Context: an optimization exercise on an open-source flow, tuned for a short achievable clock period and few clock cycles. The choices shown serve that exercise and are no tape-out recipe. Only simulation tests tie the RTL to the original design; equivalence was not proved. Power and IR drop assume default switching activity.

**design.v**
```verilog
`default_nettype none
package store_pkg;
  localparam int unsigned BUS_NIBBLES = 16;
  localparam int unsigned BUS_BYTES   = 8;
  localparam int unsigned BUS_NB_W    = 4;
  localparam int unsigned SEQ_NIBBLES = 32;
  localparam int unsigned SEQ_NB_W    = 5;
  typedef struct packed {
    logic [SEQ_NIBBLES-1:0][3:0] nb;
    logic [SEQ_NIBBLES-1:0]      en;
  } seq_entry_t;
  typedef struct packed {
    logic [BUS_NB_W-1:0] addr_off;
    logic                is_head;
    logic [BUS_NB_W:0]   lbn;
    logic                is_last;
    logic                is_final;
  } txn_beat_t;
  typedef struct packed {
    logic [7:0] vstart;
    logic [1:0] eew;
  } meta_t;
  typedef struct packed {
    logic [4*BUS_NIBBLES-1:0] data;
    logic [BUS_BYTES-1:0]     strb;
    logic                     last;
  } w_beat_t;
  typedef struct packed {
    logic [BUS_NB_W:0]       size;     
    logic [SEQ_NB_W:0]       fill;     
    logic [BUS_NB_W-1:0]     lower;
    logic [BUS_NIBBLES-1:0]  win;      
    logic                    last;
    logic                    final_;
  } txn_dec_t;
  typedef struct packed {
    logic [SEQ_NB_W-1:0]     rot;      
    logic [SEQ_NB_W-1:0]     ptr;      
    logic [1:0]              pops;     
    logic                    need2;    
    logic [BUS_NIBBLES-1:0]  win;
    logic                    last;
  } plan_t;
  localparam int unsigned OUT_CAP = 3;   
  localparam int unsigned ENTRY_W   = 5 * SEQ_NIBBLES;
  localparam int unsigned TXN_W     = 12;
  localparam int unsigned META_W    = 10;
  localparam int unsigned TXN_DEC_W = 2 * BUS_NB_W + 1 + SEQ_NB_W + 1 + BUS_NIBBLES + 2;
  localparam int unsigned BEAT_W    = 4 * BUS_NIBBLES + BUS_BYTES + 1;
endpackage
`default_nettype wire
`timescale 1ns/1ps
`default_nettype none
module word_queue #(
  parameter int unsigned SW    = 8,
  parameter int unsigned DEPTH = 4,
  parameter bit          PUSH  = 0     
) (
  input  wire logic          clk_i,
  input  wire logic          rst_ni,
  input  wire logic          valid_i,
  output logic               ready_o,
  input  wire logic [SW-1:0] data_i,
  input  wire logic          pop_i,
  output logic               head_v_o,
  output logic [SW-1:0]      head_o,
  output logic [DEPTH-1:0]   occ_o
);
  logic [DEPTH-1:0][SW-1:0] sl_q;
  logic [DEPTH-1:0]         occ_q;    
  logic [DEPTH-1:0]         occ_d;
  logic [DEPTH-1:0]         wr_here;
  logic                     ready_q;
  logic                     take;
  assign take = valid_i && (PUSH || ready_q);
  always_comb begin
    for (int k = 0; k < DEPTH; k++) begin
      if (pop_i) begin
        wr_here[k] = take && occ_q[k] && (k == DEPTH - 1 || !occ_q[(k + 1) % DEPTH]);
      end else begin
        wr_here[k] = take && !occ_q[k] && (k == 0 || occ_q[(k + DEPTH - 1) % DEPTH]);
      end
    end
    occ_d = occ_q;
    if (pop_i && !take) occ_d = occ_q >> 1;
    if (!pop_i && take) occ_d = {occ_q[DEPTH-2:0], 1'b1};
  end
  always_ff @(posedge clk_i or negedge rst_ni) begin
    if (!rst_ni) begin
      occ_q   <= '0;
    end else begin
      occ_q   <= occ_d;
    end
  end
  always_ff @(posedge clk_i) begin
    ready_q <= !occ_q[DEPTH-1] && !(take && occ_q[DEPTH-2]);
  end
  always_ff @(posedge clk_i) begin
    for (int k = 0; k < DEPTH; k++) begin
      if (wr_here[k]) begin
        sl_q[k] <= data_i;
      end else if (pop_i) begin
        sl_q[k] <= (k == DEPTH - 1) ? sl_q[k] : sl_q[(k + 1) % DEPTH];
      end
    end
  end
  assign ready_o  = ready_q;
  assign occ_o    = occ_q;
  assign head_v_o = occ_q[0];
  assign head_o   = sl_q[0];
endmodule
module staged_queue #(
  parameter int unsigned IW    = 8,    
  parameter int unsigned SW    = 8,    
  parameter int unsigned DEPTH = 4
) (
  input  wire logic          clk_i,
  input  wire logic          rst_ni,
  input  wire logic          valid_i,
  output logic               ready_o,
  input  wire logic [IW-1:0] data_i,
  output logic [IW-1:0]      raw_o,
  input  wire logic [SW-1:0] store_i,
  input  wire logic          pop_i,
  output logic               head_v_o,
  output logic [SW-1:0]      head_o
);
  logic [IW-1:0] in_q;
  logic          in_v_q;
  logic          ready_q;
  logic          take;
  logic          room;
  logic [DEPTH-1:0] occ;
  assign take = valid_i && ready_q;
  always_ff @(posedge clk_i or negedge rst_ni) begin
    if (!rst_ni) begin
      in_v_q <= 1'b0;
    end else begin
      in_v_q <= take;
    end
  end
  always_ff @(posedge clk_i) begin
    in_q <= data_i;
  end
  always_comb begin
    case ({1'b0, in_v_q} + {1'b0, take})
      2'd0:    room = !occ[DEPTH-1];
      2'd1:    room = !occ[DEPTH-2];
      default: room = !occ[DEPTH-3];
    endcase
  end
  always_ff @(posedge clk_i) begin
    ready_q <= room;
  end
  word_queue #(.SW(SW), .DEPTH(DEPTH), .PUSH(1'b1)) u_q (
    .clk_i    (clk_i),
    .rst_ni   (rst_ni),
    .valid_i  (in_v_q),
    .ready_o  (),
    .data_i   (store_i),
    .pop_i    (pop_i),
    .head_v_o (head_v_o),
    .head_o   (head_o),
    .occ_o    (occ)
  );
  assign ready_o = ready_q;
  assign raw_o   = in_q;
endmodule
module seq_buffer #(
  parameter int unsigned DEPTH = 4,
  parameter int unsigned PW    = 2     
) (
  input  wire logic                  clk_i,
  input  wire logic                  rst_ni,
  input  wire logic                  rx_valid_i,
  output logic                       rx_ready_o,
  input  wire store_pkg::seq_entry_t rx_entry_i,
  input  wire logic [1:0]            pop_i,
  output logic                       ge1_o,
  output logic                       ge2_o,
  output store_pkg::seq_entry_t      head0_o,
  output store_pkg::seq_entry_t      head1_o
);
  logic [DEPTH-1:0][store_pkg::ENTRY_W-1:0] st_q;
  logic                  ready_q;
  logic                  ge1_q;
  logic                  ge2_q;
  logic [PW-1:0]         wr_q;
  logic [PW-1:0]         rd_q;
  logic [PW-1:0]         rd1x_q;    
  logic [PW-1:0]         rd1;
  logic [PW:0]           cnt_q;
  logic [PW:0]           left;      
  logic                  take;
  assign take = rx_valid_i && ready_q;
  assign left = cnt_q - {{(PW-1){1'b0}}, pop_i};
  assign rd1  = rd1x_q ^ (PW)'(1);
  always_ff @(posedge clk_i or negedge rst_ni) begin
    if (!rst_ni) begin
      ge1_q   <= 1'b0;
      ge2_q   <= 1'b0;
      wr_q    <= '0;
      rd_q    <= '0;
      rd1x_q  <= '0;
      cnt_q   <= '0;
    end else begin
      ge1_q   <= take ? 1'b1 : (left >= (PW + 1)'(1));
      ge2_q   <= take ? (left >= (PW + 1)'(1)) : (left >= (PW + 1)'(2));
      cnt_q   <= take ? left + 1'b1 : left;
      if (take) wr_q <= wr_q + 1'b1;
      rd_q   <= rd_q + {{(PW-1){1'b0}}, pop_i};
      rd1x_q <= (rd1 + {{(PW-1){1'b0}}, pop_i}) ^ (PW)'(1);
    end
  end
  always_ff @(posedge clk_i) begin
    ready_q <= take ? (cnt_q < (PW + 1)'(DEPTH - 1)) : (cnt_q < (PW + 1)'(DEPTH));
  end
  always_ff @(posedge clk_i) begin
    for (int k = 0; k < DEPTH; k++) begin
      if (take && wr_q == (PW)'(k)) st_q[k] <= rx_entry_i;
    end
  end
  assign rx_ready_o = ready_q;
  assign ge1_o      = ge1_q;
  assign ge2_o      = ge2_q;
  assign head0_o    = st_q[rd_q];
  assign head1_o    = st_q[rd1];
endmodule
`default_nettype wire
`timescale 1ns/1ps
`default_nettype none
module nibble_cursor (
  input  wire logic                       clk_i,
  input  wire logic                       rst_ni,
  input  wire logic                       txn_v_i,
  input  wire store_pkg::txn_dec_t        txn_i,
  output logic                            txn_pop_o,
  input  wire logic                       meta_v_i,
  input  wire logic [store_pkg::SEQ_NB_W-1:0] meta_off_i,
  output logic                            meta_pop_o,
  input  wire logic                       plan_take_i,
  output logic                            plan_v_o,
  output store_pkg::plan_t                plan_o
);
  localparam int unsigned NW = store_pkg::SEQ_NB_W;
  logic             cont_q;     
  logic [NW-1:0]    ptr_q;      
  logic             plan_v_q;
  store_pkg::plan_t plan_q;
  store_pkg::plan_t plan_d;
  logic             adv;
  logic [NW:0]   ends_f, ends_c;
  logic [NW-1:0] rot_f, rot_c;
  logic [1:0]    pops_f, pops_c;
  logic          gt32_f, gt32_c;
  logic ge32_f, ge32_c;
  assign ends_f = {1'b0, meta_off_i} + {1'b0, txn_i.size};
  assign ends_c = {1'b0, ptr_q}      + {1'b0, txn_i.size};
  assign ge32_f = {1'b0, meta_off_i} >= txn_i.fill;
  assign ge32_c = {1'b0, ptr_q}      >= txn_i.fill;
  assign gt32_f = {1'b0, meta_off_i} >  txn_i.fill;
  assign gt32_c = {1'b0, ptr_q}      >  txn_i.fill;
  assign pops_f = txn_i.final_ ? (gt32_f ? 2'd2 : 2'd1) : {1'b0, ge32_f};
  assign pops_c = txn_i.final_ ? (gt32_c ? 2'd2 : 2'd1) : {1'b0, ge32_c};
  assign rot_f  = meta_off_i - {1'b0, txn_i.lower};
  assign rot_c  = ptr_q      - {1'b0, txn_i.lower};
  assign adv = txn_v_i && (cont_q || meta_v_i) && (!plan_v_q || plan_take_i);
  always_comb begin
    plan_d.rot   = !cont_q ? rot_f  : rot_c;
    plan_d.ptr   = !cont_q ? meta_off_i : ptr_q;
    plan_d.pops  = !cont_q ? pops_f : pops_c;
    plan_d.need2 = !cont_q ? gt32_f : gt32_c;
    plan_d.win   = txn_i.win;
    plan_d.last  = txn_i.last;
  end
  always_ff @(posedge clk_i or negedge rst_ni) begin
    if (!rst_ni) begin
      cont_q   <= 1'b0;
      ptr_q    <= '0;
      plan_v_q <= 1'b0;
    end else begin
      if (adv) begin
        cont_q   <= !txn_i.final_;
        ptr_q    <= !cont_q ? ends_f[NW-1:0] : ends_c[NW-1:0];
        plan_v_q <= 1'b1;
      end else if (plan_take_i) begin
        plan_v_q <= 1'b0;
      end
    end
  end
  always_ff @(posedge clk_i) begin
    if (adv) plan_q <= plan_d;
  end
  assign txn_pop_o  = adv;
  assign meta_pop_o = adv && !cont_q;
  assign plan_v_o   = plan_v_q;
  assign plan_o     = plan_q;
endmodule
`default_nettype wire
`timescale 1ns/1ps
`default_nettype none
module store_commit_fsm (
  input  wire logic              clk_i,
  input  wire logic              rst_ni,
  input  wire logic              plan_v_i,
  input  wire logic              need2_i,
  input  wire logic [1:0]        pops_i,
  output logic                   plan_take_o,
  input  wire logic              ent_ge1_i,
  input  wire logic              ent_ge2_i,
  output logic [1:0]             ent_pop_o,
  input  wire logic              w_pop_i,
  output logic                   issue_o
);
  logic [2:0] infl_q;
  logic       full_q;
  logic       go;
  logic [2:0] infl_d;
  assign go     = plan_v_i && (need2_i ? ent_ge2_i : ent_ge1_i) && !full_q;
  assign infl_d = infl_q + {2'b0, go} - {2'b0, w_pop_i};
  always_ff @(posedge clk_i or negedge rst_ni) begin
    if (!rst_ni) begin
      infl_q <= '0;
      full_q <= 1'b0;
    end else begin
      infl_q <= infl_d;
      full_q <= infl_d >= 3'(store_pkg::OUT_CAP);
    end
  end
  assign plan_take_o = go;
  assign ent_pop_o   = go ? pops_i : 2'd0;
  assign issue_o     = go;
endmodule
`default_nettype wire
`timescale 1ns/1ps
`default_nettype none
module beat_packer (
  input  wire logic                  clk_i,
  input  wire logic                  rst_ni,
  input  wire logic                  issue_i,
  input  wire store_pkg::plan_t      plan_i,
  input  wire store_pkg::seq_entry_t head0_i,
  input  wire store_pkg::seq_entry_t head1_i,
  output logic                       beat_v_o,
  output store_pkg::w_beat_t         beat_o
);
  localparam int unsigned N  = store_pkg::SEQ_NIBBLES;
  localparam int unsigned NW = store_pkg::SEQ_NB_W;
  localparam int unsigned B  = store_pkg::BUS_NIBBLES;
  localparam int unsigned CW = B + 7;   
  logic [N-1:0][4:0]  join_d;
  logic [CW-1:0][4:0] crs_d;
  logic [CW-1:0][4:0] crs_q;
  logic [2:0]         c_rot_q;
  logic [B-1:0]       c_win_q;
  logic               c_last_q;
  logic               c_v_q;
  logic [B-1:0][4:0]  bus;
  logic [B-1:0][3:0]  nb;
  logic [B-1:0]       en;
  logic [store_pkg::BUS_BYTES-1:0] strb;
  logic [N-1:0][4:0]  r16;
  always_comb begin
    for (int c = 0; c < N; c++) begin
      join_d[c] = {head0_i.en[c], head0_i.nb[c]};
    end
    for (int c = 0; c < B; c++) begin
      if (NW'(c) < plan_i.ptr) join_d[c] = {head1_i.en[c], head1_i.nb[c]};
    end
    for (int j = 0; j < N; j++) begin
      r16[j] = plan_i.rot[4] ? join_d[(j + 16) % N] : join_d[j];
    end
    for (int j = 0; j < CW; j++) begin
      crs_d[j] = plan_i.rot[3] ? r16[j + 8] : r16[j];
    end
  end
  logic [B+2:0][4:0]  r4;
  logic [B:0][4:0]    r2;
  always_comb begin
    for (int j = 0; j < B + 3; j++) begin
      r4[j] = c_rot_q[2] ? crs_q[j + 4] : crs_q[j];
    end
    for (int j = 0; j < B + 1; j++) begin
      r2[j] = c_rot_q[1] ? r4[j + 2] : r4[j];
    end
    for (int i = 0; i < B; i++) begin
      bus[i] = c_rot_q[0] ? r2[i + 1] : r2[i];
      nb[i]  = c_win_q[i] ? bus[i][3:0] : 4'd0;
      en[i]  = c_win_q[i] && bus[i][4];
    end
    for (int k = 0; k < store_pkg::BUS_BYTES; k++) begin
      strb[k] = en[2*k] | en[2*k+1];
    end
  end
  always_ff @(posedge clk_i or negedge rst_ni) begin
    if (!rst_ni) begin
      c_v_q <= 1'b0;
    end else begin
      c_v_q <= issue_i;
    end
  end
  always_ff @(posedge clk_i) begin
    crs_q    <= crs_d;
    c_rot_q  <= plan_i.rot[2:0];
    c_win_q  <= plan_i.win;
    c_last_q <= plan_i.last;
  end
  assign beat_v_o = c_v_q;
  assign beat_o   = {nb, strb, c_last_q};
endmodule
`default_nettype wire
`timescale 1ns/1ps
`default_nettype none
module w_beat_fifo (
  input  wire logic               clk_i,
  input  wire logic               rst_ni,
  input  wire logic               push_i,
  input  wire store_pkg::w_beat_t beat_i,
  output logic                    w_valid_o,
  input  wire logic               w_ready_i,
  output store_pkg::w_beat_t      w_o,
  output logic                    w_pop_o
);
  localparam int unsigned BW = store_pkg::BEAT_W;
  logic [2:0][BW-1:0] ring_q;
  logic [BW-1:0]      out_q;
  logic               out_v_q;
  logic [1:0]         wr_q;
  logic [1:0]         rd_q;
  logic [1:0]         rd1;
  logic [1:0]         cnt_q;
  logic [1:0]         cnt_d;
  logic               pop;
  logic [BW-1:0]      head_d;
  function automatic logic [1:0] next3(input logic [1:0] p);
    next3 = (p == 2'd2) ? 2'd0 : p + 2'd1;
  endfunction
  assign pop   = (cnt_q != 2'd0) && w_ready_i;
  assign rd1   = next3(rd_q);
  assign cnt_d = cnt_q + {1'b0, push_i} - {1'b0, pop};
  always_comb begin
    if (pop) begin
      head_d = (cnt_q >= 2'd2) ? ring_q[rd1] : beat_i;
    end else begin
      head_d = (cnt_q >= 2'd1) ? ring_q[rd_q] : beat_i;
    end
  end
  always_ff @(posedge clk_i or negedge rst_ni) begin
    if (!rst_ni) begin
      out_v_q <= 1'b0;
      wr_q    <= '0;
      rd_q    <= '0;
      cnt_q   <= '0;
    end else begin
      out_v_q <= cnt_d != 2'd0;
      cnt_q   <= cnt_d;
      if (push_i) wr_q <= next3(wr_q);
      if (pop)    rd_q <= rd1;
    end
  end
  always_ff @(posedge clk_i) begin
    for (int k = 0; k < 3; k++) begin
      if (push_i && wr_q == 2'(k)) ring_q[k] <= beat_i;
    end
    out_q <= head_d;
  end
  assign w_valid_o = out_v_q;
  assign w_o       = out_q;
  assign w_pop_o   = pop;
endmodule
`default_nettype wire
`timescale 1ns/1ps
`default_nettype none
module seq_store_top (
  input  wire logic                  clk_i,
  input  wire logic                  rst_ni,
  input  wire logic                  rx_deshfu_valid_i,
  output logic                       rx_deshfu_ready_o,
  input  wire store_pkg::seq_entry_t rx_deshfu_i,
  input  wire logic                  txn_valid_i,
  output logic                       txn_ready_o,
  input  wire store_pkg::txn_beat_t  txn_i,
  input  wire logic                  meta_valid_i,
  output logic                       meta_ready_o,
  input  wire store_pkg::meta_t      meta_i,
  output logic                       axi_w_valid_o,
  input  wire logic                  axi_w_ready_i,
  output store_pkg::w_beat_t         axi_w_o
);
  localparam int unsigned NW = store_pkg::SEQ_NB_W;
  localparam int unsigned DW = store_pkg::TXN_DEC_W;
  store_pkg::txn_beat_t txn_raw;
  store_pkg::txn_dec_t  txn_dec;
  store_pkg::txn_dec_t  txn_head;
  logic                 txn_head_v;
  logic                 txn_pop;
  logic [4:0]  size_hl, size_h;
  logic [5:0]  fill_hl, fill_l;
  logic [15:0] win_lo, win_up;
  always_comb begin
    size_hl = txn_raw.lbn - {1'b0, txn_raw.addr_off};
    size_h  = 5'd16 - {1'b0, txn_raw.addr_off};
    for (int i = 0; i < store_pkg::BUS_NIBBLES; i++) begin
      win_lo[i] = 4'(i) >= txn_raw.addr_off;
      win_up[i] = 5'(i) < txn_raw.lbn;
    end
    fill_hl = 6'd32 - {1'b0, txn_raw.lbn} + {2'b0, txn_raw.addr_off};
    fill_l  = 6'd32 - {1'b0, txn_raw.lbn};
    case ({txn_raw.is_head, txn_raw.is_last})
      2'b11:   begin txn_dec.size = size_hl;     txn_dec.fill = fill_hl; end
      2'b10:   begin txn_dec.size = size_h;      txn_dec.fill = {2'b01, txn_raw.addr_off}; end
      2'b01:   begin txn_dec.size = txn_raw.lbn; txn_dec.fill = fill_l; end
      default: begin txn_dec.size = 5'd16;       txn_dec.fill = 6'd16; end
    endcase
    txn_dec.lower  = txn_raw.is_head ? txn_raw.addr_off : 4'd0;
    txn_dec.win    = (txn_raw.is_head ? win_lo : 16'hffff) & (txn_raw.is_last ? win_up : 16'hffff);
    txn_dec.last   = txn_raw.is_last;
    txn_dec.final_ = txn_raw.is_final;
  end
  staged_queue #(.IW(store_pkg::TXN_W), .SW(DW), .DEPTH(4)) u_txn_q (
    .clk_i    (clk_i),
    .rst_ni   (rst_ni),
    .valid_i  (txn_valid_i),
    .ready_o  (txn_ready_o),
    .data_i   (txn_i),
    .raw_o    (txn_raw),
    .store_i  (txn_dec),
    .pop_i    (txn_pop),
    .head_v_o (txn_head_v),
    .head_o   (txn_head)
  );
  logic [NW-1:0]    meta_off;
  logic [NW-1:0]    meta_head;
  logic             meta_head_v;
  logic             meta_pop;
  always_comb begin
    case (meta_i.eew)
      2'd0:    meta_off = {meta_i.vstart[3:0], 1'b0};
      2'd1:    meta_off = {meta_i.vstart[2:0], 2'b0};
      2'd2:    meta_off = {meta_i.vstart[1:0], 3'b0};
      default: meta_off = {meta_i.vstart[0],   4'b0};
    endcase
  end
  word_queue #(.SW(NW), .DEPTH(4)) u_meta_q (
    .clk_i    (clk_i),
    .rst_ni   (rst_ni),
    .valid_i  (meta_valid_i),
    .ready_o  (meta_ready_o),
    .data_i   (meta_off),
    .pop_i    (meta_pop),
    .head_v_o (meta_head_v),
    .head_o   (meta_head),
    .occ_o    ()
  );
  store_pkg::seq_entry_t head0;
  store_pkg::seq_entry_t head1;
  logic                  ent_ge1;
  logic                  ent_ge2;
  logic [1:0]            ent_pop;
  seq_buffer #(.DEPTH(4), .PW(2)) u_seq_buffer (
    .clk_i      (clk_i),
    .rst_ni     (rst_ni),
    .rx_valid_i (rx_deshfu_valid_i),
    .rx_ready_o (rx_deshfu_ready_o),
    .rx_entry_i (rx_deshfu_i),
    .pop_i      (ent_pop),
    .ge1_o      (ent_ge1),
    .ge2_o      (ent_ge2),
    .head0_o    (head0),
    .head1_o    (head1)
  );
  store_pkg::plan_t   plan;
  logic               plan_v;
  logic               plan_take;
  logic               issue;
  logic               w_pop;
  logic               beat_v;
  store_pkg::w_beat_t beat;
  nibble_cursor u_nibble_cursor (
    .clk_i       (clk_i),
    .rst_ni      (rst_ni),
    .txn_v_i     (txn_head_v),
    .txn_i       (txn_head),
    .txn_pop_o   (txn_pop),
    .meta_v_i    (meta_head_v),
    .meta_off_i  (meta_head),
    .meta_pop_o  (meta_pop),
    .plan_take_i (plan_take),
    .plan_v_o    (plan_v),
    .plan_o      (plan)
  );
  store_commit_fsm u_store_commit_fsm (
    .clk_i       (clk_i),
    .rst_ni      (rst_ni),
    .plan_v_i    (plan_v),
    .need2_i     (plan.need2),
    .pops_i      (plan.pops),
    .plan_take_o (plan_take),
    .ent_ge1_i   (ent_ge1),
    .ent_ge2_i   (ent_ge2),
    .ent_pop_o   (ent_pop),
    .w_pop_i     (w_pop),
    .issue_o     (issue)
  );
  beat_packer u_beat_packer (
    .clk_i    (clk_i),
    .rst_ni   (rst_ni),
    .issue_i  (issue),
    .plan_i   (plan),
    .head0_i  (head0),
    .head1_i  (head1),
    .beat_v_o (beat_v),
    .beat_o   (beat)
  );
  w_beat_fifo u_w_beat_fifo (
    .clk_i     (clk_i),
    .rst_ni    (rst_ni),
    .push_i    (beat_v),
    .beat_i    (beat),
    .w_valid_o (axi_w_valid_o),
    .w_ready_i (axi_w_ready_i),
    .w_o       (axi_w_o),
    .w_pop_o   (w_pop)
  );
endmodule
`default_nettype wire
```
**run.sh**
```bash
#!/bin/bash
# synth_recipe.tcl (not shown) runs the flow's synth.tcl, then flattens the netlist and writes it again
# the make line also repeats each setting of config.mk as NAME=value (left out here)
make -C /OpenROAD-flow-scripts/flow DESIGN_CONFIG=/design/flow/config.mk WORK_HOME=/design/flow/orfs CLKGATE_MAP_FILE= SYNTH_SCRIPT=/design/flow/synth_recipe.tcl finish
```
**config.mk**
```make
export PLATFORM = sky130hd
export DESIGN_NAME = seq_store_top
export DESIGN_NICKNAME = seq_store_top
export VERILOG_FILES = /design/flow/design.v
export SDC_FILE = /design/flow/constraint.sdc
export NUM_CORES = 4
export LEC_CHECK = 0
export CAP_MARGIN = 20
export CORE_MARGIN = 2
export CORE_UTILIZATION = 58
export CTS_CLUSTER_DIAMETER = 80
export CTS_CLUSTER_SIZE = 22
export SETUP_SLACK_MARGIN = 4.0
export SLEW_MARGIN = 20
```
**constraint.sdc**
```tcl
create_clock -name core_clock -period 6.3 [get_ports {clk_i}]
set_input_delay 1.2600 -clock core_clock [delete_from_list [all_inputs] [get_ports {clk_i}]]
set_output_delay 1.2600 -clock core_clock [all_outputs]
set_load 0.01 [all_outputs]
```
==> impl_metrics.env, run 1 <==
export IMPL_hold_path_class="register to register"
export IMPL_crit_buf_inv=1
export IMPL_synth_top_family_by_area="multiplexers"
export IMPL_fin_setup_tns_ns=0
export IMPL_yosysWarnings=9
export IMPL_grt_max_degree=103
export IMPL_critical_path_class="register to output port"
export IMPL_drc=0
export IMPL_wl_um=167000
export IMPL_drt_iter0_drc=4645
export IMPL_post_dp_hpwl_um=101000
export IMPL_yosysSeqAreaShare=0.623
export IMPL_die_h_um=322
export IMPL_fmax_mhz=407
export IMPL_synth_ff_latch_count=1299
export IMPL_ir_drop_mv=0.331
export IMPL_cts_max_level=3
export IMPL_dr_pass1_iters=7
export IMPL_initial_utilization=0.586
export IMPL_place_inst=5284
export IMPL_synth_net_count=4116
export IMPL_layout_commonest_cell="edfxtp_1"
export IMPL_final_setup_skew_ns=0.0288
export IMPL_viasPerCell=6.57
export IMPL_cp_slowest_stage_delay_ns=0.40
export IMPL_end_kind="output port"
export IMPL_place_congestion=0.930
export IMPL_antenna_found_initial=17
export IMPL_cp_top_family="flip-flops"
export IMPL_yosys_area_share_simple=0.0512
export IMPL_synth_xor_area_share=0.00388
export IMPL_timing_max_cap_violations=0
export IMPL_p_leak_nw=23.4
export IMPL_critical_path_cell_chain="buf_6"
export IMPL_pwr_density_cell_nw_per_um2=521
export IMPL_routedWlPerCell_um=29.9
export IMPL_io_buffers=260
export IMPL_setup_ws_ns=3.84
export IMPL_syn_area_um2=58700
export IMPL_clock_sinks=1299
export IMPL_die_width_um=322
export IMPL_crit_fanout=2
export IMPL_rows=116
export IMPL_vias=36600
export IMPL_synthArstFlopShare=0.0300
export IMPL_synth_compound_area_frac=0.0812
export IMPL_area_growth_syn_to_layout_pct=17.0
export IMPL_ys_flop_type="edfxtp_1"
export IMPL_clk_pin_slew_ns=0.09
export IMPL_root_buffer="clkbuf_16"
export IMPL_worstPathRequired_ns=5.04
export IMPL_synthMuxAreaShare=0.204
export IMPL_fin_nets=4393
export IMPL_place_ws_ns=2.41
export IMPL_clk_latency_ns=0.69
export IMPL_grt_usage=0.312
export IMPL_cp_start_kind="register"
export IMPL_worst_pin_slew_ns=1.00
export IMPL_overflow=0
export IMPL_min_period_over_period=0.390
export IMPL_worstPathArrival_ns=1.20
export IMPL_core_area_um2=100000
export IMPL_rr_startpoint="u_nibble_cursor.plan_q[17]"
export IMPL_rsz0062_at_grt="true"
export IMPL_synth_cell_types=74
export IMPL_critPathSlowestCell="dfxtp_4"
export IMPL_grt_pass1_wl_um=237000
export IMPL_finalSetupViolations=0
export IMPL_startpoint="u_seq_buffer.ready_q"
export IMPL_final_cells=5573
export IMPL_slew_headroom=0.327
export IMPL_synth_edff_count=1037
export IMPL_synth_fa_ha_area_frac=0.0116
export IMPL_ios=265
export IMPL_fin_crit_ns=2.46
export IMPL_grt_pass1_vias=35400
export IMPL_mostFrequentLayoutCells="edfxtp_1 (1037), mux4_2 (336), nand2_1 (238), mux2i_1 (232), a21oi_1 (220)"
export IMPL_synthCells=3877
export IMPL_hold_start="u_nibble_cursor.plan_q[4]"
export IMPL_avgSynthCellArea_um2=15.2
export IMPL_die_area_um2=104000
export IMPL_numCtsBuffers=70
export IMPL_drive_gt1_frac=0.269
export IMPL_hold_violations=0
export IMPL_drtAntennaViolNets=0
export IMPL_cts_tree="built"
export IMPL_run_status="complete, no violations"
export IMPL_clock_path_buffers=3
export IMPL_drv_slew=0
-- cell families after synthesis --
logic type / count (synthesis)
flops: 1299
compound gates: 769
xor+xnor: 26
mux: 760
simple gates: 645
buf+inv: 327
fa+ha+maj: 51
-- routing by layer --
metal  vias to the layer above  track usage  share of wire
met1                     18900        0.440           0.40
met5                         -            0         0.0013
met4                        12        0.104          0.037
met3                       307       0.0436          0.081
met2                      1755        0.508           0.49
li1                      15600            -              -
-- registers in the layout (all words and copies together), names as in the netlist, 2 cells and up --
signal / flops
u_beat_packer.crs_q: 115
u_seq_buffer.rd_q: 2
u_txn_q.u_q.sl_q: 132
u_meta_q.occ_q: 4
u_txn_q.u_q.occ_q: 4
u_meta_q.sl_q: 16
u_seq_buffer.cnt_q: 3
u_beat_packer.c_win_q: 16
u_w_beat_fifo.rd_q: 2
u_w_beat_fifo.ring_q: 219
u_seq_buffer.rd1x_q: 2
u_txn_q.in_q: 12
u_w_beat_fifo.wr_q: 2
u_beat_packer.c_rot_q: 3
u_seq_buffer.wr_q: 2
u_nibble_cursor.ptr_q: 5
u_nibble_cursor.plan_q: 30
u_seq_buffer.st_q: 640
u_w_beat_fifo.out_q: 73
u_w_beat_fifo.cnt_q: 2
u_store_commit_fsm.infl_q: 3
-- Yosys cell counts, types with 28 or more instances --
cell type	n	area [um^2]
inv_1	61	229
ha_1	45	563
nor2b_1	77	482
nor2_1	170	638
mux2_2	134	1510
buf_2	88	440
dfxtp_1	223	4460
mux4_2	336	7570
mux2i_1	288	2880
a21oi_1	242	1210
o21a_1	76	571
o21ai_0	214	1070
dfrtp_1	39	976
and2_1	69	432
a211oi_1	28	210
nand2_1	248	931
a21boi_0	70	526
edfxtp_1	1037	31100
clkbuf_1	131	492
-- metrics by stage --
step | utilization | hold WS (ns) | cell area [um^2] | power, mW
4_1_cts | 0.667 | 0.348 | 66900 | 34.6
6_report | 0.685 | 0.347 | 68700 | 35.8
2_1_floorplan | - | 0.323 | 59000 | 22.8
3_5_place_dp | 0.624 | 0.329 | 62600 | 28.1
3_3_place_gp | 0.623 | 0.333 | 62500 | 27.7
5_1_grt | 0.685 | 0.354 | 68700 | 37.3
-- report_power, final --
part	internal (mW)	leakage, nW	total [mW]	switching [mW]
sequential	12.0	11.8	13.4	1.35
combinational	7.59	10.6	17.5	9.93
clock	2.22	1.00	4.97	2.74
-- final timing paths --
path                                            end  slack, ns  depth (start not counted)
max                               rx_deshfu_ready_o       3.84                          1
min                        u_beat_packer.c_win_q[3]       0.35                          0
max reg2reg                    u_txn_q.u_q.sl_q[62]       3.88                         10
min reg2reg                u_beat_packer.c_win_q[3]       0.35                          0
max in group asynchronous      u_seq_buffer.rd_q[1]       4.82                          1
min in group asynchronous         u_meta_q.occ_q[2]       0.74                          1
-- final cells by class --
class	instances	area, um^2
Antenna cell	11	27.5
Clock buffer	114	2000
Clock inverter	9	85.1
Fill cell	6681	31600
Inverter	65	294
Multi-Input combinational cell	2261	22400
Sequential cell	1299	36700
Tap cell	1357	1700
Timing Repair Buffer	456	5480
Timing Repair inverter	1	11.3
-- what timing repair did --
action / in CTS / in global routing
buffers inserted: 77 / 42
endpoints found under the setup margin: 1406 / 653
gates resized for setup: 628 / 220
gates cloned: 18 / 18
hold buffers: 0 / 0
pin swaps: 33 / 27
Testbench counts, summed over its fixed seeds: cycles 8,528.
==> run 2: changes to the inputs <==
--- a/config.mk
+++ b/config.mk
@@ -9,6 +9,6 @@
 export CORE_MARGIN = 2
 export CORE_UTILIZATION = 58
 export CTS_CLUSTER_DIAMETER = 80
-export CTS_CLUSTER_SIZE = 22
-export SETUP_SLACK_MARGIN = 4.0
+export CTS_CLUSTER_SIZE = 16
+export SETUP_SLACK_MARGIN = 4.2
 export SLEW_MARGIN = 20
==> impl_metrics.env, run 2 <==
export IMPL_cp_endpoint="u_seq_buffer.ge2_q"
export IMPL_yosysSeqAreaShare=0.623
export IMPL_end_kind="register"
export IMPL_nFillCells=5877
export IMPL_cp_start_kind="register"
export IMPL_synth_most_common_cell="edfxtp_1"
export IMPL_final_setup_skew_ns=0.0220
export IMPL_clock_sinks=1299
export IMPL_hold_path_class="register to register"
export IMPL_place_congestion=0.882
export IMPL_worstSetupPathDepth=9
export IMPL_synth_top_area_cell="edfxtp_1"
export IMPL_grt_pass1_wl_um=252000
export IMPL_drv_slew=0
export IMPL_overflow=0
export IMPL_grt_max_degree=97
export IMPL_synth_top_area_frac=0.530
export IMPL_finalPower_mw=41.4
export IMPL_yosys_top_cells_count="edfxtp_1 (1037), mux4_2 (336), mux2i_1 (288)"
export IMPL_worst_hold_slack_ns=0.344
export IMPL_dr_pass1_iters=6
export IMPL_critPathSlowestCell="fa_2"
export IMPL_worst_pin_slew_ns=0.978
export IMPL_r2r_cells=9
export IMPL_die_area_um2=104000
export IMPL_rr_startpoint="u_nibble_cursor.plan_q[17]"
export IMPL_routedWlPerCell_um=30.7
export IMPL_largest_reg_flops=640
export IMPL_wl_um=178000
export IMPL_top_regs="u_seq_buffer.st_q (640), u_w_beat_fifo.ring_q (219), u_txn_q.u_q.sl_q (132)"
export IMPL_fmax_mhz=394
export IMPL_root_buffer="clkbuf_16"
export IMPL_synthCells=3877
export IMPL_synth_edff_count=1037
export IMPL_drc=0
export IMPL_cts_max_level=3
export IMPL_multi_input_area_um2=25000
export IMPL_hold_violations=0
export IMPL_rsz0062_at_grt="true"
export IMPL_clock_path_buffers=3
export IMPL_fin_setup_tns_ns=0
export IMPL_clk_latency_ns=0.71
export IMPL_cts_hold_buf=0
export IMPL_initial_utilization=0.586
export IMPL_die_h_um=322
export IMPL_min_period_over_period=0.403
export IMPL_finalSetupViolations=0
export IMPL_pwr_density_cell_nw_per_um2=554
export IMPL_synthArstFlopShare=0.0300
export IMPL_seq_area_um2=36700
export IMPL_drive_gt1_frac=0.386
export IMPL_p_leak_nw=25.8
export IMPL_numCtsBuffers=91
export IMPL_rows=116
export IMPL_layout_commonest_cell="edfxtp_1"
export IMPL_synth_area_leaders="edfxtp_1 (53%), mux4_2 (13%), dfxtp_1 (7.6%)"
export IMPL_grt_usage=0.335
export IMPL_io_buffers=260
export IMPL_die_width_um=322
export IMPL_antenna_found_initial=17
export IMPL_synth_cell_types=74
export IMPL_viasPerCell=6.62
export IMPL_r2r_end="u_seq_buffer.ge2_q"
export IMPL_cp_slowest_stage_delay_ns=0.45
export IMPL_timing_max_cap_violations=0
export IMPL_run_status="complete, no violations"
export IMPL_slew_headroom=0.345
export IMPL_synth_ff_latch_count=1299
export IMPL_worstPathArrival_ns=3.05
export IMPL_ys_flop_type="edfxtp_1"
export IMPL_avgSynthCellArea_um2=15.2
export IMPL_yosysWarnings=9
export IMPL_reg2reg_slack_ns=3.76
export IMPL_drt_iter0_drc=4733
export IMPL_crit_buf_inv=2
export IMPL_startpoint="u_nibble_cursor.plan_q[17]"
export IMPL_ir_drop_mv=0.277
export IMPL_clk_pin_slew_ns=0.08
export IMPL_cts_tree="built"
export IMPL_area_growth_syn_to_layout_pct=27.1
export IMPL_mostFrequentLayoutCells="edfxtp_1 (1037), mux4_2 (336), nand2_1 (196), mux2i_1 (180), clkdlybuf4s50_1 (179)"
export IMPL_critical_path_cell_chain="mux2i_4 > nor2_2 > and3_4 > ha_4 > inv_2 > fa_2 > buf_6 > nor2_1 > o211ai_1"
export IMPL_grt_pass1_vias=37600
export IMPL_drtAntennaViolNets=0
export IMPL_worstPathRequired_ns=6.81
export IMPL_ios=265
export IMPL_core_area_um2=100000
export IMPL_fin_nets=4601
export IMPL_cp_top_family="simple AND/OR/NAND/NOR gates"
export IMPL_synth_net_count=4116
export IMPL_top_register="u_seq_buffer.st_q"
export IMPL_hold_start="u_nibble_cursor.plan_q[10]"
export IMPL_critical_path_class="register to register"
export IMPL_post_dp_hpwl_um=101000
export IMPL_vias=38400
export IMPL_fin_crit_ns=2.54
export IMPL_syn_area_um2=58700
export IMPL_crit_fanout=4
run 2: cell counts after synthesis:
Identical to the previous run, type by type.
run 2: final cells by class:
type,instances,area share
timing repair buffer,646,0.111
sequential,1299,0.492
clock inverter,10,0.00181
timing repair inverter,1,0.000117
tap,1357,0.0227
multi-input combinational,2258,0.335
antenna,13,0.000436
inverter,65,0.00389
clock buffer,150,0.0335
run 2: metal layers:
metal	vias up	part of all wire	global-route usage
met4	8	0.045	0.138
met5	-	0.00027	0
met3	409	0.094	0.0631
met2	2130	0.48	0.534
li1	16100	-	-
met1	19800	0.38	0.458
run 2: worst min path at each step:
stage                                     to  slack, ns  depth (start not counted)
finish              u_beat_packer.c_win_q[9]       0.34                          0
CTS                 u_beat_packer.c_win_q[8]       0.34                          0
detailed placement  u_beat_packer.c_win_q[8]       0.33                          0
floorplan             u_beat_packer.c_last_q       0.32                          0
global route        u_beat_packer.c_win_q[9]       0.35                          0
global placement    u_beat_packer.c_win_q[7]       0.33                          0
run 2: cell families after synthesis:
logic type / Yosys count / share of synthesized area
mux: 760 / 0.204
buf+inv: 327 / 0.0252
compound gates: 769 / 0.0812
xor+xnor: 26 / 0.00388
simple gates: 645 / 0.0512
fa+ha+maj: 51 / 0.0116
flops: 1299 / 0.623
run 2: stage by stage:
stage               setup slack [ns]  cell area (um^2)  std cells   util
floorplan                       3.34             59200       3877      -
detailed placement              2.47             62700       5282  0.625
global placement                2.48             62700       5282  0.625
global route                    3.68             74600       5794  0.744
finish                          3.76             74700       5799  0.744
CTS                             3.80             71600       5677  0.714
run 2: timing repair:
action,CTS,global route
setup buffers,188,93
endpoints found under the hold margin,0,0
pin swaps,104,129
gates resized for setup,1136,434
setup endpoints to repair,1581,628
gates cloned,47,16
run 2: report_power, final:
part | switching [mW] | leakage [nW] | total (mW) | internal [mW]
Clock | 2.92 | 1.25 | 5.66 | 2.73
Combinational | 11.8 | 12.7 | 22.2 | 10.4
Sequential | 1.49 | 11.8 | 13.5 | 12.0
==> run 3: changes to the inputs <==
--- a/config.mk
+++ b/config.mk
@@ -10,5 +10,5 @@
 export CORE_UTILIZATION = 58
 export CTS_CLUSTER_DIAMETER = 80
 export CTS_CLUSTER_SIZE = 16
-export SETUP_SLACK_MARGIN = 4.2
+export SETUP_SLACK_MARGIN = 4.0
 export SLEW_MARGIN = 20
==> impl_metrics.env, run 3 <==
export IMPL_run_status="complete, no violations"
export IMPL_critical_path_class="register to output port"
export IMPL_ir_drop_mv=0.304
export IMPL_cp_top_family="flip-flops"
export IMPL_core_area_um2=100000
export IMPL_clk_pin_slew_ns=0.07
export IMPL_io_buffers=260
export IMPL_die_h_um=322
export IMPL_fin_crit_ns=2.46
export IMPL_combinationalPowerShare=0.474
export IMPL_clock_sinks=1299
export IMPL_drt_iter0_drc=4275
export IMPL_critPathSlowestCell="dfxtp_4"
export IMPL_overflow=0
export IMPL_final_cell_area_um2=68800
export IMPL_root_buffer="clkbuf_16"
export IMPL_synth_top_area_frac=0.530
export IMPL_synth_most_common_cell="edfxtp_1"
export IMPL_grt_usage=0.313
export IMPL_numCtsBuffers=92
export IMPL_layout_commonest_cell="edfxtp_1"
export IMPL_place_congestion=0.930
export IMPL_synth_compound_area_frac=0.0812
export IMPL_top_layer="met5"
export IMPL_synthCells=3877
export IMPL_top_register="u_seq_buffer.st_q"
export IMPL_synth_net_count=4116
export IMPL_synth_top_family_by_area="multiplexers"
export IMPL_worstPathRequired_ns=5.04
export IMPL_rsz0062_at_grt="true"
export IMPL_cp_slowest_stage_delay_ns=0.40
export IMPL_cts_max_level=3
export IMPL_min_period_over_period=0.391
export IMPL_internal_power_mw=22.2
export IMPL_clock_path_buffers=3
export IMPL_worstPathArrival_ns=1.20
export IMPL_worstSetupPathDepth=1
export IMPL_wl_met1_um=66000
export IMPL_slew_headroom=0.307
export IMPL_ios=265
export IMPL_critical_path_cell_chain="buf_6"
export IMPL_yosys_top_cells_count="edfxtp_1 (1037), mux4_2 (336), mux2i_1 (288)"
export IMPL_power_share_switching=0.388
export IMPL_yosys_area_share_simple=0.0512
export IMPL_drive_gt1_frac=0.269
export IMPL_p_leak_nw=23.4
export IMPL_finalPower_mw=36.2
export IMPL_yosysWarnings=9
export IMPL_yosysSeqAreaShare=0.623
export IMPL_setup_ws_ns=3.84
export IMPL_wl_met3_um=13100
export IMPL_end_kind="output port"
export IMPL_wl_um=165000
export IMPL_crit_buf_inv=1
export IMPL_utilization=0.686
export IMPL_antenna_found_initial=17
export IMPL_dpl_instance_area_um2=62600
export IMPL_worst_hold_slack_ns=0.337
export IMPL_mostFrequentLayoutCells="edfxtp_1 (1037), mux4_2 (336), nand2_1 (239), mux2i_1 (229), a21oi_1 (224)"
export IMPL_place_ws_ns=2.41
export IMPL_seqPwrFrac=0.369
export IMPL_synth_ff_latch_count=1299
export IMPL_drv_slew=0
export IMPL_die_width_um=322
export IMPL_nFillCells=6662
export IMPL_syn_area_um2=58700
export IMPL_synth_fa_ha_area_frac=0.0116
export IMPL_grt_pass1_vias=35900
export IMPL_wl_met2_um=79500
export IMPL_crit_fanout=2
export IMPL_die_area_um2=104000
export IMPL_min_delay_path_depth=0
export IMPL_place_inst=5284
export IMPL_rows=116
export IMPL_top_regs="u_seq_buffer.st_q (640), u_w_beat_fifo.ring_q (219), u_txn_q.u_q.sl_q (132)"
export IMPL_largest_reg_flops=640
export IMPL_hold_violations=0
export IMPL_grt_max_degree=103
export IMPL_synthArstFlopShare=0.0300
export IMPL_drc=0
export IMPL_area_growth_syn_to_layout_pct=17.1
export IMPL_grt_pass1_wl_um=237000
export IMPL_r2r_cells=9
export IMPL_pwr_density_cell_nw_per_um2=527
export IMPL_worst_pin_slew_ns=1.03
export IMPL_clock_power_share=0.156
export IMPL_vias=36500
export IMPL_synth_cell_types=74
export IMPL_post_dp_hpwl_um=101000
export IMPL_synth_top_area_cell="edfxtp_1"
export IMPL_fin_nets=4395
export IMPL_drtAntennaViolNets=0
export IMPL_clk_latency_ns=0.70
export IMPL_synth_area_leaders="edfxtp_1 (53%), mux4_2 (13%), dfxtp_1 (7.6%)"
export IMPL_cts_tree="built"
export IMPL_viasPerCell=6.53
export IMPL_initial_utilization=0.586
export IMPL_final_setup_skew_ns=0.0246
export IMPL_synthMuxAreaShare=0.204
export IMPL_avgSynthCellArea_um2=15.2
export IMPL_finalSetupViolations=0
export IMPL_cp_start_kind="register"
export IMPL_synth_xor_area_share=0.00388
export IMPL_switching_power_mw=14.1
export IMPL_synth_edff_count=1037
export IMPL_hold_path_class="register to register"
export IMPL_ys_flop_type="edfxtp_1"
export IMPL_final_cells=5585
export IMPL_routedWlPerCell_um=29.6
export IMPL_timing_max_cap_violations=0
export IMPL_fin_setup_tns_ns=0
export IMPL_dr_pass1_iters=5
export IMPL_fmax_mhz=406
## run 3: changes by cell type in the layout (fill, tap and decap cells not counted), sizes merged
cell / change
bufbuf: -4
and3: +3
inv: +3
dlymetal6s2s: -1
nand2b: +1
clkbuf: -10
a21oi: -1
buf: -202
clkdlybuf4s50: +1
diode: -1
clkinv: -3
## run 3: what timing repair did
item                       in CTS  in global routing
buffers inserted               73                 31
hold buffers                    0                  0
setup endpoints to repair    1403                528
cloned                         18                 13
pin swaps                      29                 27
gates resized for setup       619                190
## run 3: logic make-up after synthesis
| logic type | Yosys count |
|---|---|
| flops | 1299 |
| compound gates | 769 |
| mux | 760 |
| simple gates | 645 |
| buf+inv | 327 |
| fa+ha+maj | 51 |
| xor+xnor | 26 |
## run 3: final cells by class
| class | count | area, um^2 | area share |
|---|---|---|---|
| diodes | 12 | 30.0 | 0.000436 |
| clock buffers | 144 | 2510 | 0.0364 |
| clock inverters | 10 | 139 | 0.00202 |
| inverters | 65 | 297 | 0.00431 |
| multi-input cells | 2261 | 22300 | 0.324 |
| flip-flops and latches | 1299 | 36700 | 0.534 |
| well taps | 1357 | 1700 | 0.0247 |
| repair buffers | 436 | 5110 | 0.0743 |
| repair inverters | 1 | 11.3 | 0.000164 |
## run 3: path summary, 6_finish.rpt
kind	startpoint	slack, ns	end
hold / removal	u_nibble_cursor.plan_q[13]	0.34	u_beat_packer.c_win_q[12]
hold reg to reg	u_nibble_cursor.plan_q[13]	0.34	u_beat_packer.c_win_q[12]
max in group asynchronous	rst_ni	4.84	u_seq_buffer.rd1x_q[1]
setup / recovery	u_seq_buffer.ready_q	3.84	rx_deshfu_ready_o
min in group asynchronous	rst_ni	0.72	u_meta_q.occ_q[2]
setup reg to reg	u_nibble_cursor.plan_q[17]	3.91	u_txn_q.u_q.sl_q[37]
## run 3: power by group through the flow
| stage | clock network (mW) | logic (mW) | registers (mW) |
|---|---|---|---|
| floorplan | 0 | 9.96 | 12.9 |
| global placement | 0 | 13.9 | 13.7 |
| detailed placement | 0 | 14.2 | 13.9 |
| CTS | 5.76 | 16.1 | 13.4 |
| global route | 6.07 | 18.1 | 13.5 |
| finish | 5.67 | 17.2 | 13.4 |
## run 3: layer usage
metal,global-route usage,vias up
met5,0,-
met4,0.124,12
met3,0.0487,318
met2,0.504,1743
met1,0.434,18700
li1,-,15700
==> run 4: changes to the inputs <==
--- a/config.mk
+++ b/config.mk
@@ -7,7 +7,7 @@
 export LEC_CHECK = 0
 export CAP_MARGIN = 20
 export CORE_MARGIN = 2
-export CORE_UTILIZATION = 58
+export CORE_UTILIZATION = 62
 export CTS_CLUSTER_DIAMETER = 80
 export CTS_CLUSTER_SIZE = 16
 export SETUP_SLACK_MARGIN = 4.0
==> impl_metrics.env, run 4 <==
export IMPL_grt_max_degree=220
export IMPL_grt_usage=0.334
export IMPL_synthArstFlopShare=0.0300
export IMPL_top_register="u_seq_buffer.st_q"
export IMPL_worstPathArrival_ns=1.19
export IMPL_rr_startpoint="u_nibble_cursor.plan_q[17]"
export IMPL_place_congestion=0.910
export IMPL_viasPerCell=6.76
export IMPL_yosysSeqAreaShare=0.623
export IMPL_crit_fanout=1
export IMPL_dr_pass1_iters=6
export IMPL_synthCells=3877
export IMPL_grt_pass1_vias=36500
export IMPL_fin_crit_ns=2.45
export IMPL_critical_path_cell_chain="buf_6"
export IMPL_drt_iter0_drc=4739
export IMPL_initial_utilization=0.628
export IMPL_p_leak_nw=23.7
export IMPL_switching_power_mw=14.2
export IMPL_dpl_instance_area_um2=62400
export IMPL_hold_start="u_nibble_cursor.plan_q[1]"
export IMPL_drtAntennaViolNets=0
export IMPL_cts_max_level=3
export IMPL_top_regs="u_seq_buffer.st_q (640), u_w_beat_fifo.ring_q (219), u_txn_q.u_q.sl_q (132)"
export IMPL_setup_ws_ns=3.85
export IMPL_cp_start_kind="register"
export IMPL_slew_headroom=0.199
export IMPL_synth_ff_latch_count=1299
export IMPL_fin_nets=4426
export IMPL_r2r_end="u_seq_buffer.ge2_q"
export IMPL_area_growth_syn_to_layout_pct=17.9
export IMPL_numCtsBuffers=91
export IMPL_synth_area_leaders="edfxtp_1 (53%), mux4_2 (13%), dfxtp_1 (7.6%)"
export IMPL_clock_power_share=0.154
export IMPL_seqPwrFrac=0.367
export IMPL_cts_hold_buf=0
export IMPL_nFillCells=5782
export IMPL_clock_path_buffers=3
export IMPL_yosysWarnings=9
export IMPL_synth_net_count=4116
export IMPL_hold_violations=0
export IMPL_overflow=0
export IMPL_utilization=0.740
export IMPL_rows=112
export IMPL_core_area_um2=93600
export IMPL_syn_area_um2=58700
export IMPL_largest_reg_flops=640
export IMPL_fin_setup_tns_ns=0
export IMPL_ios=265
export IMPL_routedWlPerCell_um=30.4
export IMPL_finalPower_mw=36.6
export IMPL_cts_tree="built"
export IMPL_drive_gt1_frac=0.280
export IMPL_synth_edff_count=1037
export IMPL_seq_area_um2=36700
export IMPL_finalSetupViolations=0
export IMPL_clk_latency_ns=0.71
export IMPL_ys_flop_type="edfxtp_1"
export IMPL_place_inst=5178
export IMPL_cp_slowest_stage_delay_ns=0.39
export IMPL_synth_cell_types=74
export IMPL_layout_commonest_cell="edfxtp_1"
export IMPL_crit_buf_inv=1
export IMPL_io_buffers=260
export IMPL_clk_pin_slew_ns=0.07
export IMPL_post_dp_hpwl_um=99900
export IMPL_die_area_um2=97200
export IMPL_synth_most_common_cell="edfxtp_1"
export IMPL_synth_top_area_frac=0.530
export IMPL_hold_path_class="register to register"
export IMPL_die_width_um=312
export IMPL_critPathSlowestCell="dfrtp_1"
export IMPL_drv_slew=0
export IMPL_worstPathRequired_ns=5.04
export IMPL_rsz0062_at_grt="true"
export IMPL_internal_power_mw=22.4
export IMPL_final_setup_skew_ns=0.0302
export IMPL_grt_pass1_wl_um=240000
export IMPL_clock_sinks=1299
export IMPL_yosys_top_cells_count="edfxtp_1 (1037), mux4_2 (336), mux2i_1 (288)"
export IMPL_root_buffer="clkbuf_16"
export IMPL_critical_path_class="register to output port"
export IMPL_die_h_um=312
export IMPL_end_kind="output port"
export IMPL_fmax_mhz=408
export IMPL_synth_top_area_cell="edfxtp_1"
export IMPL_cp_top_family="flip-flops"
export IMPL_ir_drop_mv=0.340
export IMPL_antenna_found_initial=22
export IMPL_drc=0
export IMPL_min_period_over_period=0.390
export IMPL_worst_pin_slew_ns=1.20
export IMPL_combinationalPowerShare=0.479
export IMPL_power_share_switching=0.388
export IMPL_mostFrequentLayoutCells="edfxtp_1 (1037), mux4_2 (336), nand2_1 (236), mux2i_1 (236), a21oi_1 (210)"
export IMPL_r2r_cells=10
export IMPL_avgSynthCellArea_um2=15.2
export IMPL_startpoint="u_w_beat_fifo.out_v_q"
export IMPL_reg2reg_slack_ns=3.87
export IMPL_final_cell_area_um2=69300
export IMPL_timing_max_cap_violations=0
export IMPL_multi_input_area_um2=22400
export IMPL_pwr_density_cell_nw_per_um2=528
export IMPL_run_status="complete, no violations"
export IMPL_min_delay_path_depth=0
export IMPL_wl_um=168000
export IMPL_vias=37300
export IMPL_holdPathEnd="u_beat_packer.c_win_q[0]"
export IMPL_place_ws_ns=2.54
export IMPL_worst_hold_slack_ns=0.319
export IMPL_worstSetupPathDepth=1
export IMPL_final_cells=5520
run 4: kinds of logic (layout without fill, tap and decap cells):
kind of cell	Yosys count	after routing	synth area share
mux	760	760	0.204
compound gates	769	769	0.0812
flops	1299	1299	0.623
fa+ha+maj	51	51	0.0116
xor+xnor	26	26	0.00388
other cells	0	13	0
simple gates	645	652	0.0512
buf+inv	327	696	0.0252
run 4: worst max-delay path by stage:
stage                                      endpoint  slack [ns]
after floorplan           u_store_commit_fsm.full_q        3.34
after global placement       u_seq_buffer.st_q[131]        2.61
after detailed placement     u_seq_buffer.st_q[129]        2.54
after CTS                        u_seq_buffer.ge2_q        3.79
after global routing                  axi_w_valid_o        3.79
final                                 axi_w_valid_o        3.85
run 4: layer usage:
| layer | part of all wire | track usage | wire [um] | vias up |
|---|---|---|---|---|
| li1 | - | - | - | 15700 |
| met1 | 0.38 | 0.459 | 63700 | 19100 |
| met5 | 0.00050 | 0 | 84 | - |
| met2 | 0.48 | 0.535 | 80700 | 2171 |
| met3 | 0.096 | 0.0597 | 16100 | 360 |
| met4 | 0.042 | 0.135 | 6990 | 14 |
run 4: what timing repair did:
item / CTS / global route
buffers inserted: 109 / 30
cloned: 21 / 10
setup endpoints to repair: 1270 / 341
gates resized for setup: 652 / 212
pin swaps: 28 / 39
run 4: area by class of cell:
class	instances	area share
Timing Repair Buffer	471	0.0814
Timing Repair inverter	1	0.000126
Antenna cell	13	0.000470
Multi-Input combinational cell	2258	0.323
Inverter	65	0.00410
Sequential cell	1299	0.531
Tap cell	1254	0.0227
Clock inverter	9	0.00186
Clock buffer	150	0.0361
run 4: power groups by stage:
stage          Sequential, mW  Clock, mW  Combinational, mW
6_report                 13.4       5.63               17.5
5_1_grt                  13.6       6.00               18.4
4_1_cts                  13.4       5.68               16.3
3_5_place_dp             14.0          0               14.0
3_3_place_gp             13.8          0               13.6
2_1_floorplan            12.9          0               9.96
==> run 5: changes to the inputs <==
--- a/config.mk
+++ b/config.mk
@@ -7,8 +7,8 @@
 export LEC_CHECK = 0
 export CAP_MARGIN = 20
 export CORE_MARGIN = 2
-export CORE_UTILIZATION = 62
-export CTS_CLUSTER_DIAMETER = 80
-export CTS_CLUSTER_SIZE = 16
-export SETUP_SLACK_MARGIN = 4.0
+export CORE_UTILIZATION = 58
+export CTS_CLUSTER_DIAMETER = 100
+export CTS_CLUSTER_SIZE = 20
+export SETUP_SLACK_MARGIN = 4.05
 export SLEW_MARGIN = 20
==> impl_metrics.env, run 5 <==
export IMPL_dpl_instance_area_um2=62700
export IMPL_ios=265
export IMPL_run_status="complete, no violations"
export IMPL_rows=116
export IMPL_end_kind="register"
export IMPL_dr_pass1_iters=5
export IMPL_viasPerCell=6.63
export IMPL_routedWlPerCell_um=30.6
export IMPL_fin_crit_ns=2.49
export IMPL_worstPathArrival_ns=2.91
export IMPL_fmax_mhz=402
export IMPL_drc=0
export IMPL_cts_tree="built"
export IMPL_min_period_over_period=0.395
export IMPL_root_buffer="clkbuf_16"
export IMPL_overflow=0
export IMPL_synth_most_common_cell="edfxtp_1"
export IMPL_final_cell_area_um2=71300
export IMPL_die_area_um2=104000
export IMPL_die_width_um=322
export IMPL_clk_latency_ns=0.70
export IMPL_fin_setup_tns_ns=0
export IMPL_critical_path_class="register to register"
export IMPL_die_h_um=322
export IMPL_startpoint="u_nibble_cursor.plan_q[17]"
export IMPL_rr_startpoint="u_nibble_cursor.plan_q[17]"
export IMPL_synth_ff_latch_count=1299
export IMPL_wl_um=173000
export IMPL_utilization=0.711
export IMPL_crit_fanout=5
export IMPL_worstPathRequired_ns=6.72
export IMPL_p_leak_nw=24.3
export IMPL_timing_max_cap_violations=0
export IMPL_ys_flop_type="edfxtp_1"
export IMPL_largest_reg_flops=640
export IMPL_finalPower_mw=38.0
export IMPL_worst_pin_slew_ns=1.04
export IMPL_core_area_um2=100000
export IMPL_grt_usage=0.323
export IMPL_finalSetupViolations=0
export IMPL_grt_pass1_wl_um=243000
export IMPL_final_setup_skew_ns=0.0363
export IMPL_grt_pass1_vias=36200
export IMPL_vias=37500
export IMPL_top_register="u_seq_buffer.st_q"
export IMPL_cts_max_level=3
export IMPL_synth_top_area_cell="edfxtp_1"
export IMPL_final_cells=5658
export IMPL_clk_pin_slew_ns=0.09
export IMPL_layout_commonest_cell="edfxtp_1"
export IMPL_grt_max_degree=96
export IMPL_top_regs="u_seq_buffer.st_q (640), u_w_beat_fifo.ring_q (219), u_txn_q.u_q.sl_q (132)"
export IMPL_hold_path_class="register to register"
export IMPL_drtAntennaViolNets=0
export IMPL_place_congestion=0.872
export IMPL_hold_violations=0
export IMPL_cp_start_kind="register"
export IMPL_clock_path_buffers=3
export IMPL_antenna_found_initial=21
export IMPL_rsz0062_at_grt="true"
export IMPL_area_growth_syn_to_layout_pct=21.3
export IMPL_slew_headroom=0.309
export IMPL_place_inst=5284
export IMPL_drv_slew=0
export IMPL_synth_area_leaders="edfxtp_1 (53%), mux4_2 (13%), dfxtp_1 (7.6%)"
export IMPL_fin_nets=4475
export IMPL_drive_gt1_frac=0.323
export IMPL_initial_utilization=0.586
export IMPL_mostFrequentLayoutCells="edfxtp_1 (1037), mux4_2 (336), nand2_1 (215), mux2i_1 (207)"
export IMPL_post_dp_hpwl_um=102000
export IMPL_syn_area_um2=58700
export IMPL_synth_net_count=4116
export IMPL_avgSynthCellArea_um2=15.2
export IMPL_hold_start="u_nibble_cursor.plan_q[10]"
export IMPL_synth_top_area_frac=0.530
export IMPL_ir_drop_mv=0.319
export IMPL_drt_iter0_drc=4841
export IMPL_synth_cell_types=74
export IMPL_synthCells=3877
export IMPL_yosysWarnings=9
export IMPL_yosys_top_cells_count="edfxtp_1 (1037), mux4_2 (336), mux2i_1 (288)"
export IMPL_numCtsBuffers=75
export IMPL_io_buffers=260
export IMPL_pwr_density_cell_nw_per_um2=534
export IMPL_synth_edff_count=1037
export IMPL_clock_sinks=1299
export IMPL_synthArstFlopShare=0.0300
export IMPL_yosysSeqAreaShare=0.623
==> run 5: cell count changes in the layout (fill, tap and decap cells not counted), sizes merged, moves of 2 or more <==
cell      previous run  this run
buf                276       332
clkbuf             160       141
clkinvlp             1         4
diode               13        11
inv                 67        64
==> run 5: layer usage <==
| layer | share of wire | GRT usage | vias up |
|---|---|---|---|
| li1 | - | - | 15800 |
| met1 | 0.39 | 0.454 | 19300 |
| met2 | 0.48 | 0.515 | 2023 |
| met3 | 0.095 | 0.0536 | 335 |
| met4 | 0.040 | 0.113 | 14 |
| met5 | 0.00050 | 0 | - |
==> run 5: where the power goes <==
part           switching (mW)  internal [mW]  total, mW
clock                    2.78           2.29       5.07
sequential               1.40           12.0       13.4
combinational            10.8           8.78       19.6
==> run 5: area by class of cell <==
type / count / area [um^2]
multi-input cells: 2258 / 23600
well taps: 1357 / 1700
inverters: 65 / 282
fillers: 6438 / 29000
repair inverters: 1 / 8.76
clock inverters: 8 / 97.6
diodes: 11 / 27.5
clock buffers: 123 / 2080
repair buffers: 536 / 6790
flip-flops and latches: 1299 / 36700
==> run 5: cell families after synthesis <==
kind of cell,Yosys count,share of synthesized area
multiplexers,760,0.204
flip-flops,1299,0.623
XOR/XNOR,26,0.00388
AND/OR/NAND/NOR,645,0.0512
adder cells (fa/ha/maj),51,0.0116
buffers and inverters,327,0.0252
AO/OA/AOI/OAI,769,0.0812
==> run 5: path summary, 6_finish.rpt <==
kind / to / slack [ns] / depth (start not counted)
setup / recovery: u_txn_q.u_q.sl_q[95] / 3.81 / 11
hold / removal: u_beat_packer.c_win_q[9] / 0.34 / 0
setup reg to reg: u_txn_q.u_q.sl_q[95] / 3.81 / 11
hold reg to reg: u_beat_packer.c_win_q[9] / 0.34 / 0
max in group asynchronous: u_w_beat_fifo.rd_q[1] / 5.21 / 1
min in group asynchronous: u_meta_q.occ_q[0] / 0.58 / 1
==> run 5: through the flow <==
step | worst slack (ns) | hold WS [ns]
2_1_floorplan | 3.34 | 0.323
3_3_place_gp | 2.53 | 0.330
3_5_place_dp | 2.50 | 0.327
4_1_cts | 3.77 | 0.340
5_1_grt | 3.76 | 0.353
6_report | 3.81 | 0.337
==> run 5: critical path, cell delays in order (launching register included) <==
cell,delay [ns]
edfxtp_1,0.44
mux2i_4,0.23
buf_12,0.13
o21ai_4,0.15
nand2b_4,0.12
inv_16,0.08
buf_12,0.09
mux2i_4,0.28
buf_6,0.14
buf_6,0.12
buf_12,0.14
mux2_4,0.30
==> run 5: what timing repair did <==
action                                  CTS  global route
buffers inserted                        121            65
gates cloned                             29            17
pin swaps                                41            92
gates resized for setup                 787           383
endpoints found under the hold margin     0             0
hold buffers                              0             0
setup endpoints to repair              1433           541
==> run 6: changes to the inputs <==
--- a/config.mk
+++ b/config.mk
@@ -10,5 +10,5 @@
 export CORE_UTILIZATION = 58
 export CTS_CLUSTER_DIAMETER = 100
 export CTS_CLUSTER_SIZE = 20
-export SETUP_SLACK_MARGIN = 4.05
+export SETUP_SLACK_MARGIN = 3.95
 export SLEW_MARGIN = 20
==> impl_metrics.env, run 6 <==
export IMPL_clock_path_buffers=3
export IMPL_run_status="complete, no violations"
export IMPL_die_width_um=322
export IMPL_critPathSlowestCell="dfrtp_1"
export IMPL_cts_tree="built"
export IMPL_rsz0062_at_grt="true"
export IMPL_multi_input_area_um2=21900
export IMPL_synthArstFlopShare=0.0300
export IMPL_worstPathRequired_ns=5.04
export IMPL_drive_gt1_frac=0.255
export IMPL_mostFrequentLayoutCells="edfxtp_1 (1037), mux4_2 (336), nand2_1 (243), mux2i_1 (241), a21oi_1 (229)"
export IMPL_cp_start_kind="register"
export IMPL_final_setup_skew_ns=0.0246
export IMPL_grt_usage=0.310
export IMPL_grt_max_degree=116
export IMPL_yosys_top_cells_count="edfxtp_1 (1037), mux4_2 (336), mux2i_1 (288)"
export IMPL_wl_um=162000
export IMPL_cp_slowest_stage_delay_ns=0.40
export IMPL_die_h_um=322
export IMPL_area_growth_syn_to_layout_pct=15.1
export IMPL_synth_ff_latch_count=1299
export IMPL_post_dp_hpwl_um=100000
export IMPL_clock_sinks=1299
export IMPL_critical_path_class="register to output port"
export IMPL_grt_pass1_vias=35500
export IMPL_fin_crit_ns=2.44
export IMPL_drv_slew=0
export IMPL_pwr_density_cell_nw_per_um2=521
export IMPL_hold_violations=0
export IMPL_worst_pin_slew_ns=0.948
export IMPL_overflow=0
export IMPL_ys_flop_type="edfxtp_1"
export IMPL_fin_nets=4373
export IMPL_worst_hold_slack_ns=0.343
export IMPL_yosysSeqAreaShare=0.623
export IMPL_synth_top_area_cell="edfxtp_1"
export IMPL_slew_headroom=0.368
export IMPL_vias=36300
export IMPL_numCtsBuffers=75
export IMPL_synth_most_common_cell="edfxtp_1"
export IMPL_final_cell_area_um2=67600
export IMPL_min_period_over_period=0.387
export IMPL_clk_pin_slew_ns=0.08
export IMPL_rows=116
export IMPL_layout_commonest_cell="edfxtp_1"
export IMPL_cp_top_family="flip-flops"
export IMPL_top_regs="u_seq_buffer.st_q (640), u_w_beat_fifo.ring_q (219), u_txn_q.u_q.sl_q (132)"
export IMPL_syn_area_um2=58700
export IMPL_ir_drop_mv=0.327
export IMPL_hold_path_class="register to register"
export IMPL_viasPerCell=6.54
export IMPL_place_congestion=0.888
export IMPL_nFillCells=6765
export IMPL_critical_path_cell_chain="buf_6"
export IMPL_dpl_instance_area_um2=62500
export IMPL_place_ws_ns=2.49
export IMPL_fin_setup_tns_ns=0
export IMPL_p_leak_nw=23.0
export IMPL_drc=0
export IMPL_finalPower_mw=35.2
export IMPL_top_register="u_seq_buffer.st_q"
export IMPL_synthCells=3877
export IMPL_die_area_um2=104000
export IMPL_core_area_um2=100000
export IMPL_place_inst=5282
export IMPL_synth_top_area_frac=0.530
export IMPL_ios=265
export IMPL_drt_iter0_drc=4333
export IMPL_finalSetupViolations=0
export IMPL_avgSynthCellArea_um2=15.2
export IMPL_worstPathArrival_ns=1.18
export IMPL_fmax_mhz=411
export IMPL_synth_area_leaders="edfxtp_1 (53%), mux4_2 (13%), dfxtp_1 (7.6%)"
export IMPL_dr_pass1_iters=6
export IMPL_setup_ws_ns=3.86
export IMPL_crit_buf_inv=1
export IMPL_drtAntennaViolNets=0
export IMPL_end_kind="output port"
export IMPL_cts_max_level=3
export IMPL_seq_area_um2=36700
export IMPL_synth_net_count=4116
export IMPL_root_buffer="clkbuf_16"
export IMPL_final_cells=5555
export IMPL_initial_utilization=0.586
export IMPL_io_buffers=260
export IMPL_synth_cell_types=74
export IMPL_crit_fanout=1
export IMPL_synth_edff_count=1037
export IMPL_timing_max_cap_violations=0
export IMPL_routedWlPerCell_um=29.2
export IMPL_antenna_found_initial=15
export IMPL_largest_reg_flops=640
export IMPL_yosysWarnings=9
export IMPL_clk_latency_ns=0.67
export IMPL_grt_pass1_wl_um=235000
export IMPL_utilization=0.674
## run 6: cell counts after synthesis
Identical to the previous run, type by type.
## run 6: layout make-up
| class | instances | area share |
|---|---|---|
| inverters | 65 | 0.00424 |
| flip-flops and latches | 1299 | 0.543 |
| repair inverters | 1 | 0.000129 |
| multi-input cells | 2259 | 0.323 |
| diodes | 9 | 0.000333 |
| clock inverters | 8 | 0.00124 |
| well taps | 1357 | 0.0251 |
| repair buffers | 433 | 0.0719 |
| clock buffers | 124 | 0.0312 |
## run 6: worst paths after layout
check                                           endpoint  depth (start not counted)                        from  slack [ns]
max in group asynchronous         u_seq_buffer.rd1x_q[1]                          1                      rst_ni        5.25
worst min register to register  u_beat_packer.c_rot_q[1]                          0  u_nibble_cursor.plan_q[26]        0.34
worst max register to register        u_seq_buffer.ge2_q                         10  u_nibble_cursor.plan_q[17]        3.92
min in group asynchronous           u_txn_q.u_q.occ_q[2]                          1                      rst_ni        0.59
worst min-delay path            u_beat_packer.c_rot_q[1]                          0  u_nibble_cursor.plan_q[26]        0.34
worst max-delay path                       axi_w_valid_o                          1       u_w_beat_fifo.out_v_q        3.86
## run 6: report_power, final
part	internal [mW]	switching (mW)
logic	7.13	9.65
clock network	2.33	2.74
registers	12.0	1.37
## run 6: cells by family (layout without fill, tap and decap cells)
family          count (synthesis)  in the layout  share of synthesized area
mux                           760            760                      0.204
other cells                     0              9                          0
simple gates                  645            653                     0.0512
compound gates                769            769                     0.0812
flops                        1299           1299                      0.623
xor+xnor                       26             26                    0.00388
fa+ha+maj                      51             51                     0.0116
buf+inv                       327            631                     0.0252
## run 6: what timing repair did
item                                     CTS  global route
pin swaps                                 25            18
gates cloned                              17             7
endpoints found under the setup margin  1285           602
hold buffers                               0             0
setup buffers                             70            38
resized for setup                        533           164
## run 6: per-layer routing
layer	vias to the layer above	share of wire	GRT usage
met1	18700	0.40	0.437
met5	-	0.00024	0
met4	6	0.039	0.114
met3	278	0.080	0.0480
li1	15600	-	-
met2	1739	0.48	0.493

==> separate check: timing with driven ports <==
The flow's constraints put no driver on any port. The routed layouts listed below were extracted and timed again, unchanged, in two steps. Step 1 sets driving cells, clkbuf_16 on the clock port and buf_2 on the other inputs (assumed; they add their load-dependent delay and slew). Step 2, shift: input delay + t, output delay - t, t = (earliest + latest rising clock arrival at the registers) / 2. This alone moves slack from input paths to output paths. Slacks: ideal / step 1 / step 2; pairs: ideal / step 1.
run	t (ns)	setup slack, ns	worst setup path after step 2	cell pins on the clock port's net
run 1	0.736	3.842 / 3.775 / 3.295	input to register	1
run 2	0.765	3.759 / 3.759 / 3.341	input to register	1
run 3	0.764	3.839 / 3.769 / 3.289	input to register	1
run 4	0.762	3.846 / 3.775 / 3.234	input to register	1
run 5	0.756	3.814 / 3.777 / 3.241	input to register	1
run 6	0.737	3.865 / 3.790 / 3.262	input to register	1
After both steps every run listed still meets setup and hold. The setup slack of run 4, which loses most, moves by -0.071 ns with the drivers and by -0.612 ns with both steps.
